What follows belongs to an exercise in optimizing a design on an open flow for small area and a short achievable clock period; a production flow would make more cautious choices.
At most, simulation tests tie the RTL to the original design; equivalence was not proved.
Power and IR drop assume default switching activity.

R:
==> module qdAccum, before the edit <==
module qdAccum (
  input  logic         clk,
  input  logic         clear,
  input  logic [40:0]  prod,
  input  logic [2:0]   shiftHi,
  input  logic         neg,
  input  logic         termNaR,
  output logic [127:0] quire,
  output logic         quireNaR
);
  logic [127:0] aligned;
  logic [127:0] sum;
  assign aligned = {87'd0, prod} << {shiftHi, 4'b0000};
  qdAdd #(.W(128)) add (.a(quire), .b(aligned ^ {128{neg}}), .ci(neg), .s(sum));
  always_ff @(posedge clk) begin
    if (clear) begin
      quire <= '0;
      quireNaR <= 1'b0;
    end else begin
      quire <= sum;
      quireNaR <= quireNaR | termNaR;
    end
  end
endmodule
==> module quireDotApb, before the edit <==
module quireDotApb (
  input  logic        clk,
  input  logic        rst,
  input  logic        psel,
  input  logic        penable,
  input  logic        pwrite,
  input  logic [7:0]  paddr,
  input  logic [31:0] pwdata,
  output logic [31:0] prdata,
  output logic        pready,
  output logic        pslverr
);
  localparam logic [7:0] RegOpA = 8'h00;
  localparam logic [7:0] RegOpB = 8'h04;
  localparam logic [7:0] RegCtrl = 8'h08;
  localparam logic [7:0] RegResult = 8'h0C;
  logic setup;
  logic hitA, hitB, hitC, hitR;
  logic rstQ, clrQ;
  logic wrA, wrB;
  logic accNext;
  logic [15:0] stg;
  logic [15:0] opA, opB;
  logic dNaR, dZero, dSign;
  logic [12:0] dSig;
  logic [6:0] dK;
  logic aNaR, aZero, aSign, bNaR, bZero, bSign;
  logic [12:0] aSig, bSig;
  logic [6:0] aK, bK;
  logic [40:0] prod;
  logic [2:0] shiftHi;
  logic neg, nar;
  logic [40:0] tProd;
  logic [2:0] tShift;
  logic tNeg, tNaR;
  logic [127:0] quire;
  logic quireNaR;
  logic [15:0] result;
  logic [15:0] rdata;
  logic err;
  assign setup = psel && !penable;
  assign hitA = (paddr == RegOpA);
  assign hitB = (paddr == RegOpB);
  assign hitC = (paddr == RegCtrl);
  assign hitR = (paddr == RegResult);
  always_ff @(posedge clk) begin
    rstQ <= rst;
    clrQ <= rst || (setup && pwrite && hitC && pwdata[0]);
    wrA <= setup && pwrite && hitA;
    wrB <= setup && pwrite && hitB;
    stg <= pwdata[15:0];
  end
  qdDecode dec (.in(stg), .isNaR(dNaR), .isZero(dZero), .sign(dSign), .sig(dSig), .k(dK));
  always_ff @(posedge clk) begin
    if (rstQ) begin
      opA <= '0;
      aNaR <= 1'b0;
      aZero <= 1'b1;
    end else if (wrA) begin
      opA <= stg;
      aNaR <= dNaR;
      aZero <= dZero;
    end
    if (rstQ) begin
      opB <= '0;
      bNaR <= 1'b0;
      bZero <= 1'b1;
    end else if (wrB) begin
      opB <= stg;
      bNaR <= dNaR;
      bZero <= dZero;
    end
    if (wrA) begin
      aSign <= dSign;
      aSig <= dSig;
      aK <= dK;
    end
    if (wrB) begin
      bSign <= dSign;
      bSig <= dSig;
      bK <= dK;
    end
  end
  qdTerm term (
    .aNaR, .aZero, .aSign, .aSig, .aK,
    .bNaR, .bZero, .bSign, .bSig, .bK,
    .hold(rstQ),
    .prod, .shiftHi, .neg, .nar
  );
  assign accNext = setup && pwrite && hitC && pwdata[1];
  always_ff @(posedge clk) begin
    tProd <= accNext ? prod : '0;
    tShift <= shiftHi;
    tNeg <= accNext && neg;
    tNaR <= accNext && nar;
  end
  qdAccum accum (
    .clk, .clear(clrQ),
    .prod(tProd), .shiftHi(tShift), .neg(tNeg), .termNaR(tNaR),
    .quire, .quireNaR
  );
  qdRound round (.quire, .quireNaR, .result);
  always_ff @(posedge clk) begin
    rdata <= rstQ ? 16'h0000 : hitA ? opA : hitB ? opB : hitR ? result : 16'h0000;
    err <= !(hitA || hitB || hitC || hitR) || (pwrite && hitR);
  end
  assign prdata = {16'h0000, rdata};
  assign pready = 1'b1;
  assign pslverr = err;
endmodule
clock: 22.0 ns
lec_check: 0
abc_area: 1
cap_margin: 20
core_margin: 2
core_utilization: 50
place_density: 0.65
setup_slack_margin: 0.5
slew_margin: 20
run.sh (not shown) runs the stock make flow with config.mk's settings and CLKGATE_MAP_FILE= SYNTH_SCRIPT=/design/flow/synth_recipe.tcl, a recipe that flattens the netlist after the stock synthesis.
Modified inputs, T compared to R
==> flow/design.v, changed modules only <==
module qdAccum (
  input  logic         clk,
  input  logic         clear,
  input  logic [40:0]  prod,
  input  logic [7:0]   place,
  input  logic         neg,
  input  logic         termNaR,
  output logic [127:0] quire,
  output logic         quireNaR
);
  logic [127:0] aligned;
  logic [127:0] sum;
  always_comb begin
    aligned = '0;
    for (int j = 0; j < 8; j++) begin
      aligned = aligned | (({87'd0, prod} << (16 * j)) & {128{place[j]}});
    end
  end
  qdAdd #(.W(128)) add (.a(quire), .b(aligned ^ {128{neg}}), .ci(neg), .s(sum));
  always_ff @(posedge clk) begin
    if (clear) begin
      quire <= '0;
      quireNaR <= 1'b0;
    end else begin
      quire <= sum;
      quireNaR <= quireNaR | termNaR;
    end
  end
endmodule
module quireDotApb (
  input  logic        clk,
  input  logic        rst,
  input  logic        psel,
  input  logic        penable,
  input  logic        pwrite,
  input  logic [7:0]  paddr,
  input  logic [31:0] pwdata,
  output logic [31:0] prdata,
  output logic        pready,
  output logic        pslverr
);
  localparam logic [7:0] RegOpA = 8'h00;
  localparam logic [7:0] RegOpB = 8'h04;
  localparam logic [7:0] RegCtrl = 8'h08;
  localparam logic [7:0] RegResult = 8'h0C;
  logic setup;
  logic hitA, hitB, hitC, hitR;
  logic rstQ, clrQ;
  logic wrA, wrB;
  logic accNext;
  logic [15:0] stg;
  logic [15:0] opA, opB;
  logic dNaR, dZero, dSign;
  logic [12:0] dSig;
  logic [6:0] dK;
  logic aNaR, aZero, aSign, bNaR, bZero, bSign;
  logic [12:0] aSig, bSig;
  logic [6:0] aK, bK;
  logic [40:0] prod;
  logic [2:0] shiftHi;
  logic neg, nar;
  logic [40:0] tProd;
  logic [7:0] tPlace;
  logic tNeg, tNaR;
  logic [127:0] quire;
  logic quireNaR;
  logic [15:0] result;
  logic [15:0] rdata;
  logic err;
  assign setup = psel && !penable;
  assign hitA = (paddr == RegOpA);
  assign hitB = (paddr == RegOpB);
  assign hitC = (paddr == RegCtrl);
  assign hitR = (paddr == RegResult);
  always_ff @(posedge clk) begin
    rstQ <= rst;
    clrQ <= rst || (setup && pwrite && hitC && pwdata[0]);
    wrA <= setup && pwrite && hitA;
    wrB <= setup && pwrite && hitB;
    stg <= pwdata[15:0];
  end
  qdDecode dec (.in(stg), .isNaR(dNaR), .isZero(dZero), .sign(dSign), .sig(dSig), .k(dK));
  always_ff @(posedge clk) begin
    if (rstQ) begin
      opA <= '0;
      aNaR <= 1'b0;
      aZero <= 1'b1;
    end else if (wrA) begin
      opA <= stg;
      aNaR <= dNaR;
      aZero <= dZero;
    end
    if (rstQ) begin
      opB <= '0;
      bNaR <= 1'b0;
      bZero <= 1'b1;
    end else if (wrB) begin
      opB <= stg;
      bNaR <= dNaR;
      bZero <= dZero;
    end
    if (wrA) begin
      aSign <= dSign;
      aSig <= dSig;
      aK <= dK;
    end
    if (wrB) begin
      bSign <= dSign;
      bSig <= dSig;
      bK <= dK;
    end
  end
  qdTerm term (
    .aNaR, .aZero, .aSign, .aSig, .aK,
    .bNaR, .bZero, .bSign, .bSig, .bK,
    .hold(rstQ),
    .prod, .shiftHi, .neg, .nar
  );
  assign accNext = setup && pwrite && hitC && pwdata[1];
  always_ff @(posedge clk) begin
    tProd <= prod;
    tPlace <= accNext ? (8'd1 << shiftHi) : 8'd0;
    tNeg <= accNext && neg;
    tNaR <= accNext && nar;
  end
  qdAccum accum (
    .clk, .clear(clrQ),
    .prod(tProd), .place(tPlace), .neg(tNeg), .termNaR(tNaR),
    .quire, .quireNaR
  );
  qdRound round (.quire, .quireNaR, .result);
  always_ff @(posedge clk) begin
    rdata <= rstQ ? 16'h0000 : hitA ? opA : hitB ? opB : hitR ? result : 16'h0000;
    err <= !(hitA || hitB || hitC || hitR) || (pwrite && hitR);
  end
  assign prdata = {16'h0000, rdata};
  assign pready = 1'b1;
  assign pslverr = err;
endmodule
[summary]
Summary of T over R: count of clock-net buffers in the final layout moved down, post-synthesis instance total moved down, number of cells on the worst reg-to-reg path moved down. Compared with R, in T instance count along the most critical hold path stayed essentially flat, placed cell count decreased 223, met3 wire length increased 13%, via count lost 577, number of global-route vias before repair went down. Lower delay of the slowest cell on the worst path goes to T over R. Against R as the reference, T delivers a lower count of buffers not belonging to the clock network in the layout. T vs R — combinational power dropped by more than half. Comparing the two runs side by side, T comes out ahead of R on area after synthesis. Number of well-tap cells placed: T vs R down 9. Looking at post-place setup slack across T and R, the one that comes out higher is T.
No functional check of the RTL was part of R.

static timing again, ports no longer ideal:
How much do the figures lean on ideal ports? The routed layouts below were timed once more, with nothing changed but the port constraints. Step 1 (the two cells are an assumption about what drives the block):
set clk [get_ports {clk}]
set_driving_cell -lib_cell sky130_fd_sc_hd__clkbuf_16 $clk
set_driving_cell -lib_cell sky130_fd_sc_hd__buf_2 [delete_from_list [all_inputs] $clk]
Step 2 moves the port delays by t, midway between the first and last clock arrival at a register: inputs arrive t later, outputs are due t later. That takes back most of the time a late clock gives input paths. a / b / c = ideal ports / drivers / drivers and shift; a / b = the first two.
run | t (ns) | setup WS [ns] | latest minus earliest clock arrival (ns) | pins driven straight from the clock port
R | 0.621 | 13.616 / 13.616 / 13.616 | 0.034 / 0.034 | 1
T | 0.603 | 14.280 / 14.280 / 14.280 | 0.031 / 0.031 | 1
After both steps every run listed still meets setup and hold.
